Background: an optimization exercise with open tools, aiming at small area and few clock cycles per item. Do not read the settings as production practice.
At most, simulation tests tie the RTL to the original design; equivalence was not proved.

==> willow: inputs <==
// barrel_math_pipe
module barrel_math_pipe #(
  parameter int H_RES   = 1080,
  parameter int V_RES   = 960,
  parameter int COORD_W = 12,
  parameter int FRAC_W  = 3,
  parameter int K_SHIFT = 24
) (
  input  logic               clk,
  input  logic               reset,
  input  logic               gen_en,
  input  logic [1:0]         mode,
  input  logic [15:0]        k_coef,
  output logic [31:0]        tIn_tdata,
  output logic               tIn_tvalid,
  input  logic               tIn_tready,
  input  logic [31:0]        tOut_tdata,
  input  logic               tOut_tvalid,
  output logic               tOut_tready,
  output logic [31:0]        rCin_tdata,
  output logic [15:0]        rPin_tdata,
  output logic               rCin_tvalid,
  output logic               rPin_tvalid,
  input  logic               rCin_tready,
  input  logic               rPin_tready,
  input  logic [31:0]        rOut_tdata,
  input  logic               rOut_tvalid,
  output logic               rOut_tready,
  output logic [COORD_W-1:0] xOut,
  output logic [COORD_W-1:0] yOut,
  output logic               addr_vld,
  input  logic               mem_ready,
  output logic               clipped,
  output logic               frame_done
);
Settings: LEC_CHECK=0, CAP_MARGIN=20, CORE_MARGIN=2, CORE_UTILIZATION=40, SLEW_MARGIN=20, SYNTH_HIERARCHICAL=1, SYNTH_MINIMUM_KEEP_SIZE=0; clock period 9.0 ns.
standard.sh (not shown) runs the stock make flow with config.mk's settings and CLKGATE_MAP_FILE= SYNTH_SCRIPT=/design/flow/synth_recipe.tcl, a recipe that flattens the netlist after the stock synthesis.
==> flow/flow/run.sh <==
#!/bin/bash
# Standard layout with smaller port buffers and a clock tree of smaller buffers, without
# dummy loads. Each ORFS step keeps its own log under orfs/logs/; make's output goes to
# flow_make.log.
set -euo pipefail
bash standard.sh \
  'BUFFER_PORTS_ARGS=-buffer_cell sky130_fd_sc_hd__buf_1' \
  'CTS_ARGS=-sink_clustering_enable -repair_clock_nets -dont_use_dummy_load -buf_list {sky130_fd_sc_hd__clkbuf_4 sky130_fd_sc_hd__clkbuf_8}' \
  finish > flow_make.log 2>&1
==> delta (differences from willow) <==
--- a/flow/design.v
+++ b/flow/design.v
@@ -62,17 +62,16 @@
   logic        va, vb;
   logic [15:0] ra, pha, ka, rb, phb;
   logic [1:0]  ma;
   logic [31:2] sqa;
   logic [14:0] scb;
   logic [31:0] sq_n, sq;
   logic [47:0] prod;
-  logic [14:0] sc_n;
-  logic [13:0] x, negx;
-  logic        big;
+  logic [14:0] d, sc_n;
+  logic [15:0] add;
   logic [30:0] p;
   logic [16:0] q;
   assign en          = ~vb | (rCin_tready & rPin_tready);
   assign tOut_tready = en;
   logic sqt_0, sqt_1, sqt_2, sqt_3, sqt_4, sqt_5, sqt_6, sqt_7, sqt_8, sqt_9, sqt_10, sqt_11, sqt_12, sqt_13, sqt_14, sqt_15;
   logic sqt_16, sqt_17, sqt_18, sqt_19, sqt_20, sqt_21, sqt_22, sqt_23, sqt_24, sqt_25, sqt_26, sqt_27, sqt_28, sqt_29, sqt_30, sqt_31;
   logic sqt_32, sqt_33, sqt_34, sqt_35, sqt_36, sqt_37, sqt_38, sqt_39, sqt_40, sqt_41, sqt_42, sqt_43, sqt_44, sqt_45, sqt_46, sqt_47;
@@ -1476,20 +1475,19 @@
   assign pkt_sn[43] = pkt_pp[43] ^ pkt_bg86;
   assign pkt_sn[44] = pkt_pp[44] ^ pkt_bg54;
   assign pkt_sn[45] = pkt_pp[45] ^ pkt_bg87;
   assign pkt_sn[46] = pkt_pp[46] ^ pkt_bg65;
   assign pkt_sn[47] = pkt_pp[47] ^ pkt_bg88;
   assign prod = ~pkt_sn;
   always_comb begin
-    big = |prod[47:38];
-    x   = prod[37:24];
-    for (int i = 0; i < 14; i++) negx[i] = x[i] ^ (i > 0 && (x & ((14'd1 << i) - 14'd1)) != 14'd0);
+    d    = (prod[47:39] != 9'd0) ? 15'h7FFF : prod[38:24];
+    add  = 16'd16384 + {1'b0, d};
     case (ma)
-      2'd1:    sc_n = big ? 15'h7FFF : {1'b1, x};
-      2'd2:    sc_n = big ? 15'd0 : {x == 14'd0, negx};
+      2'd1:    sc_n = add[15] ? 15'h7FFF : add[14:0];
+      2'd2:    sc_n = d[14] ? 15'd0 : 15'd16384 - d;
       default: sc_n = 15'd16384;
     endcase
   end
   always_ff @(posedge clk) begin
     if (reset) begin
       va <= 1'b0;
       vb <= 1'b0;
@@ -2090,16 +2088,10 @@
   assign co = (a & b) | (a & c) | (b & c);
 endmodule
 module bmp_ha (input logic a, input logic b, output logic s, output logic co);
   assign s  = a ^ b;
   assign co = a & b;
 endmodule
 module bmp_hn (input logic a, input logic b, output logic s, output logic co);
-  bmp_xor2 u_s (.a(a), .b(b), .y(s));
-  bmp_nor2 u_c (.a(a), .b(b), .y(co));
-endmodule
-module bmp_xor2 (input logic a, input logic b, output logic y);
-  assign y = a ^ b;
-endmodule
-module bmp_nor2 (input logic a, input logic b, output logic y);
-  assign y = ~(a | b);
+  assign s  = a ^ b;
+  assign co = ~(a | b);
 endmodule
==> flow/flow/run.sh (replaced) <==
#!/bin/bash
# Standard layout with smaller port buffers, and no CTS dummy loads.
# Each ORFS step keeps its own log under orfs/logs/; make's output goes to
# flow_make.log.
set -euo pipefail
bash standard.sh \
  'BUFFER_PORTS_ARGS=-buffer_cell sky130_fd_sc_hd__buf_1' \
  'CTS_ARGS=-sink_clustering_enable -repair_clock_nets -dont_use_dummy_load' \
  finish > flow_make.log 2>&1
Settings changed: CTS_BUF_LIST set to sky130_fd_sc_hd__clkbuf_8.
==> sierra (differences from willow) <==
--- a/flow/design.v
+++ b/flow/design.v
@@ -62,17 +62,16 @@
   logic        va, vb;
   logic [15:0] ra, pha, ka, rb, phb;
   logic [1:0]  ma;
   logic [31:2] sqa;
   logic [14:0] scb;
   logic [31:0] sq_n, sq;
   logic [47:0] prod;
-  logic [14:0] sc_n;
-  logic [13:0] x, negx;
-  logic        big;
+  logic [14:0] d, sc_n;
+  logic [15:0] add;
   logic [30:0] p;
   logic [16:0] q;
   assign en          = ~vb | (rCin_tready & rPin_tready);
   assign tOut_tready = en;
   logic sqt_0, sqt_1, sqt_2, sqt_3, sqt_4, sqt_5, sqt_6, sqt_7, sqt_8, sqt_9, sqt_10, sqt_11, sqt_12, sqt_13, sqt_14, sqt_15;
   logic sqt_16, sqt_17, sqt_18, sqt_19, sqt_20, sqt_21, sqt_22, sqt_23, sqt_24, sqt_25, sqt_26, sqt_27, sqt_28, sqt_29, sqt_30, sqt_31;
   logic sqt_32, sqt_33, sqt_34, sqt_35, sqt_36, sqt_37, sqt_38, sqt_39, sqt_40, sqt_41, sqt_42, sqt_43, sqt_44, sqt_45, sqt_46, sqt_47;
@@ -1476,20 +1475,19 @@
   assign pkt_sn[43] = pkt_pp[43] ^ pkt_bg86;
   assign pkt_sn[44] = pkt_pp[44] ^ pkt_bg54;
   assign pkt_sn[45] = pkt_pp[45] ^ pkt_bg87;
   assign pkt_sn[46] = pkt_pp[46] ^ pkt_bg65;
   assign pkt_sn[47] = pkt_pp[47] ^ pkt_bg88;
   assign prod = ~pkt_sn;
   always_comb begin
-    big = |prod[47:38];
-    x   = prod[37:24];
-    for (int i = 0; i < 14; i++) negx[i] = x[i] ^ (i > 0 && (x & ((14'd1 << i) - 14'd1)) != 14'd0);
+    d    = (prod[47:39] != 9'd0) ? 15'h7FFF : prod[38:24];
+    add  = 16'd16384 + {1'b0, d};
     case (ma)
-      2'd1:    sc_n = big ? 15'h7FFF : {1'b1, x};
-      2'd2:    sc_n = big ? 15'd0 : {x == 14'd0, negx};
+      2'd1:    sc_n = add[15] ? 15'h7FFF : add[14:0];
+      2'd2:    sc_n = d[14] ? 15'd0 : 15'd16384 - d;
       default: sc_n = 15'd16384;
     endcase
   end
   always_ff @(posedge clk) begin
     if (reset) begin
       va <= 1'b0;
       vb <= 1'b0;
@@ -2090,16 +2088,10 @@
   assign co = (a & b) | (a & c) | (b & c);
 endmodule
 module bmp_ha (input logic a, input logic b, output logic s, output logic co);
   assign s  = a ^ b;
   assign co = a & b;
 endmodule
 module bmp_hn (input logic a, input logic b, output logic s, output logic co);
-  bmp_xor2 u_s (.a(a), .b(b), .y(s));
-  bmp_nor2 u_c (.a(a), .b(b), .y(co));
-endmodule
-module bmp_xor2 (input logic a, input logic b, output logic y);
-  assign y = a ^ b;
-endmodule
-module bmp_nor2 (input logic a, input logic b, output logic y);
-  assign y = ~(a | b);
+  assign s  = a ^ b;
+  assign co = ~(a | b);
 endmodule
==> flow/flow/run.sh (replaced) <==
#!/bin/bash
# Standard layout with smaller port buffers, no CTS dummy loads and area recovery after
# global routing. Each ORFS step keeps its own log under orfs/logs/; make's output goes to
# flow_make.log.
set -euo pipefail
bash standard.sh \
  'BUFFER_PORTS_ARGS=-buffer_cell sky130_fd_sc_hd__buf_1' \
  'CTS_ARGS=-sink_clustering_enable -repair_clock_nets -dont_use_dummy_load' \
  'RECOVER_POWER=100' \
  finish > flow_make.log 2>&1
==> raven (differences from willow) <==
--- a/flow/design.v
+++ b/flow/design.v
@@ -62,17 +62,16 @@
   logic        va, vb;
   logic [15:0] ra, pha, ka, rb, phb;
   logic [1:0]  ma;
   logic [31:2] sqa;
   logic [14:0] scb;
   logic [31:0] sq_n, sq;
   logic [47:0] prod;
-  logic [14:0] sc_n;
-  logic [13:0] x, negx;
-  logic        big;
+  logic [14:0] d, sc_n;
+  logic [15:0] add;
   logic [30:0] p;
   logic [16:0] q;
   assign en          = ~vb | (rCin_tready & rPin_tready);
   assign tOut_tready = en;
   logic sqt_0, sqt_1, sqt_2, sqt_3, sqt_4, sqt_5, sqt_6, sqt_7, sqt_8, sqt_9, sqt_10, sqt_11, sqt_12, sqt_13, sqt_14, sqt_15;
   logic sqt_16, sqt_17, sqt_18, sqt_19, sqt_20, sqt_21, sqt_22, sqt_23, sqt_24, sqt_25, sqt_26, sqt_27, sqt_28, sqt_29, sqt_30, sqt_31;
   logic sqt_32, sqt_33, sqt_34, sqt_35, sqt_36, sqt_37, sqt_38, sqt_39, sqt_40, sqt_41, sqt_42, sqt_43, sqt_44, sqt_45, sqt_46, sqt_47;
@@ -1476,20 +1475,19 @@
   assign pkt_sn[43] = pkt_pp[43] ^ pkt_bg86;
   assign pkt_sn[44] = pkt_pp[44] ^ pkt_bg54;
   assign pkt_sn[45] = pkt_pp[45] ^ pkt_bg87;
   assign pkt_sn[46] = pkt_pp[46] ^ pkt_bg65;
   assign pkt_sn[47] = pkt_pp[47] ^ pkt_bg88;
   assign prod = ~pkt_sn;
   always_comb begin
-    big = |prod[47:38];
-    x   = prod[37:24];
-    for (int i = 0; i < 14; i++) negx[i] = x[i] ^ (i > 0 && (x & ((14'd1 << i) - 14'd1)) != 14'd0);
+    d    = (prod[47:39] != 9'd0) ? 15'h7FFF : prod[38:24];
+    add  = 16'd16384 + {1'b0, d};
     case (ma)
-      2'd1:    sc_n = big ? 15'h7FFF : {1'b1, x};
-      2'd2:    sc_n = big ? 15'd0 : {x == 14'd0, negx};
+      2'd1:    sc_n = add[15] ? 15'h7FFF : add[14:0];
+      2'd2:    sc_n = d[14] ? 15'd0 : 15'd16384 - d;
       default: sc_n = 15'd16384;
     endcase
   end
   always_ff @(posedge clk) begin
     if (reset) begin
       va <= 1'b0;
       vb <= 1'b0;
@@ -2090,16 +2088,10 @@
   assign co = (a & b) | (a & c) | (b & c);
 endmodule
 module bmp_ha (input logic a, input logic b, output logic s, output logic co);
   assign s  = a ^ b;
   assign co = a & b;
 endmodule
 module bmp_hn (input logic a, input logic b, output logic s, output logic co);
-  bmp_xor2 u_s (.a(a), .b(b), .y(s));
-  bmp_nor2 u_c (.a(a), .b(b), .y(co));
-endmodule
-module bmp_xor2 (input logic a, input logic b, output logic y);
-  assign y = a ^ b;
-endmodule
-module bmp_nor2 (input logic a, input logic b, output logic y);
-  assign y = ~(a | b);
+  assign s  = a ^ b;
+  assign co = ~(a | b);
 endmodule
==> flow/run.sh (new file) <==
#!/bin/bash
# synth_recipe.tcl (not shown) runs the flow's synth.tcl, then flattens the netlist and writes it again
# the make line also repeats each setting of config.mk as NAME=value (left out here)
make -C /OpenROAD-flow-scripts/flow DESIGN_CONFIG=/design/flow/config.mk WORK_HOME=/design/flow/orfs CLKGATE_MAP_FILE= SYNTH_SCRIPT=/design/flow/synth_recipe.tcl finish
removed: flow/flow/run.sh
removed: flow/standard.sh
==> summary of the runs <==
Critical path depth: raven is lower than sierra (12). delta finished clean. raven went through all stages and came out clean. willow passed the timing, DRC and antenna checks. sierra produced a layout that fails on capacitance limit, slew limit. Of raven and willow, raven has the higher non-clock buffer count (gap 68). In flip-flop and latch count, sierra and willow do not differ. The lowest worst hold slack belongs to sierra, the highest to raven. Of delta and raven, raven has the higher utilization (gap 2.4 points). Of raven and willow, raven has the higher global-route usage (gap 0.38 points). The lowest register-to-register slack belongs to raven, the highest to willow. Wire length: sierra < delta < willow < raven.
Testbench counts of delta, summed over its fixed seeds: cycles 16,016, items 16,000.
Testbench counts of sierra, summed over its fixed seeds: cycles 16,016, items 16,000.
Testbench counts of raven, summed over its fixed seeds: cycles 16,016, items 16,000.
The RTL of willow was laid out without a check of its function.

==> trial 26 <==
Another version of the RTL of barrel_math_pipe (not shown whole).
==> flow/design.v (excerpt) <==
module barrel_math_pipe #(
  parameter int H_RES   = 1080,
  parameter int V_RES   = 960,
  parameter int COORD_W = 12,
  parameter int FRAC_W  = 3,
  parameter int K_SHIFT = 24
) (
  input  logic               clk,
  input  logic               reset,
  input  logic               gen_en,
  input  logic [1:0]         mode,
  input  logic [15:0]        k_coef,
  output logic [31:0]        tIn_tdata,
  output logic               tIn_tvalid,
  input  logic               tIn_tready,
  input  logic [31:0]        tOut_tdata,
  input  logic               tOut_tvalid,
  output logic               tOut_tready,
  output logic [31:0]        rCin_tdata,
  output logic [15:0]        rPin_tdata,
  output logic               rCin_tvalid,
  output logic               rPin_tvalid,
  input  logic               rCin_tready,
  input  logic               rPin_tready,
  input  logic [31:0]        rOut_tdata,
  input  logic               rOut_tvalid,
  output logic               rOut_tready,
  output logic [COORD_W-1:0] xOut,
  output logic [COORD_W-1:0] yOut,
  output logic               addr_vld,
  input  logic               mem_ready,
  output logic               clipped,
  output logic               frame_done
);
export LEC_CHECK = 0
export CAP_MARGIN = 20
export CORE_MARGIN = 2
export CORE_UTILIZATION = 80
export PLACE_DENSITY = 0.92
export SLEW_MARGIN = 20
export SYNTH_HIERARCHICAL = 1
export SYNTH_MINIMUM_KEEP_SIZE = 0
create_clock -name core_clock -period 9.0 [get_ports {clk}]
==> flow/flow/run.sh <==
#!/bin/bash
# Standard layout with smaller port buffers and a clock tree of smaller buffers, without
# dummy loads. Each ORFS step keeps its own log under orfs/logs/; make's output goes to
# flow_make.log.
set -euo pipefail
bash standard.sh \
  'BUFFER_PORTS_ARGS=-buffer_cell sky130_fd_sc_hd__buf_1' \
  'CTS_ARGS=-sink_clustering_enable -sink_clustering_size 12 -repair_clock_nets -dont_use_dummy_load -buf_list sky130_fd_sc_hd__clkbuf_8' \
  finish > flow_make.log 2>&1
==> inputs of trial 54, as changes to trial 26 <==
--- a/flow/config.mk
+++ b/flow/config.mk
@@ -8,6 +8,6 @@
 export CAP_MARGIN = 20
 export CORE_MARGIN = 2
-export CORE_UTILIZATION = 80
-export PLACE_DENSITY = 0.92
+export CORE_UTILIZATION = 70
+export PLACE_DENSITY = 0.85
 export SLEW_MARGIN = 20
 export SYNTH_HIERARCHICAL = 1
==> inputs of build 4, as changes to trial 26 <==
--- a/flow/flow/run.sh
+++ b/flow/flow/run.sh
@@ -4,5 +4,5 @@
 # flow_make.log.
 set -euo pipefail
-bash standard.sh \
+GPL_KEEP_OVERFLOW=0 bash standard.sh \
   'BUFFER_PORTS_ARGS=-buffer_cell sky130_fd_sc_hd__buf_1' \
   'CTS_ARGS=-sink_clustering_enable -sink_clustering_size 12 -repair_clock_nets -dont_use_dummy_load -buf_list sky130_fd_sc_hd__clkbuf_8' \
--- a/flow/config.mk
+++ b/flow/config.mk
@@ -8,6 +8,6 @@
 export CAP_MARGIN = 20
 export CORE_MARGIN = 2
-export CORE_UTILIZATION = 80
-export PLACE_DENSITY = 0.92
+export CORE_UTILIZATION = 70
+export PLACE_DENSITY = 0.85
 export SLEW_MARGIN = 20
 export SYNTH_HIERARCHICAL = 1
==> qor summary <==
| quantity | trial 26 | trial 54 | build 4 |
|---|---|---|---|
| Routed met1 length | 24200 um | 23600 um | 23500 um |
| Met2 wire length | 36200 um | 33800 um | 34700 um |
| Routed via count divided by cell count | 6.92 | 6.39 | 6.47 |
| Launch point of the worst path | rb[1] | ka[7] | scb[10] |
| Global router's overall resource usage | 44.8% | 35.7% | 36.3% |
| First-pass GRT wire length | 120000 um | 112000 um | 113000 um |
| Bufs and invs on worst path | 1 | 4 | 1 |
| Worst setup slack before clock tree synthesis | 0.554 ns | 0.490 ns | -0.239 ns |
| Pin slew with the least headroom to its limit | 1.12 ns | 1.11 ns | 1.07 ns |
| Fraction of the cycle the final worst path needs | 97.0% | 96.8% | 96.8% |
| Status | finished clean | finished clean | finished clean |
| Worst reg2reg path startpoint | ka[10] | ka[7] | sqa[13] |
| Beginning of the worst hold path | pha[2] | pha[14] | pha[2] |
| Post-placement cell count | 3100 | 3149 | 3114 |
| Post-place instance area | 0.0280 sq mm | 0.0280 sq mm | 0.0278 sq mm |
| Seq area share | 17.6% | 17.7% | 17.7% |
| Critical path depth | 18 | 27 | 18 |
| Final min period | 8.73 ns | 8.72 ns | 8.71 ns |
Testbench counts of trial 26, summed over its fixed seeds: cycles 16,016, items 16,000.
Testbench counts of trial 54, summed over its fixed seeds: cycles 16,016, items 16,000.
Testbench counts of build 4, summed over its fixed seeds: cycles 16,016, items 16,000.

static timing again, ports no longer ideal:
Ports are ideal in the flow. The routed layouts listed here were re-timed in OpenROAD. Step 1: set_driving_cell puts a clkbuf_16 on clk and a buf_2 on each other input, an assumption about the parent block. Step 2 times the ports against the registers' clock, not the clock port: input delays grow and output delays shrink by t, the midpoint of the rising clock arrivals with the driver on. Slacks: no drivers / after step 1 / after step 2; pairs: no drivers / after step 1.
run	t (ns)	setup slack, ns	clock arrival spread, ns
willow	0.584	0.353 / 0.300 / 0.565	0.050 / 0.050
delta	0.520	0.405 / 0.353 / 0.455	0.041 / 0.041
sierra	0.520	0.417 / 0.410 / 0.417	0.041 / 0.041
raven	0.542	0.306 / 0.253 / 0.315	0.025 / 0.025
trial 26	0.516	0.266 / 0.216 / 0.339	0.052 / 0.052
trial 54	0.516	0.284 / 0.284 / 0.284	0.037 / 0.037
build 4	0.521	0.286 / 0.241 / 0.347	0.038 / 0.038
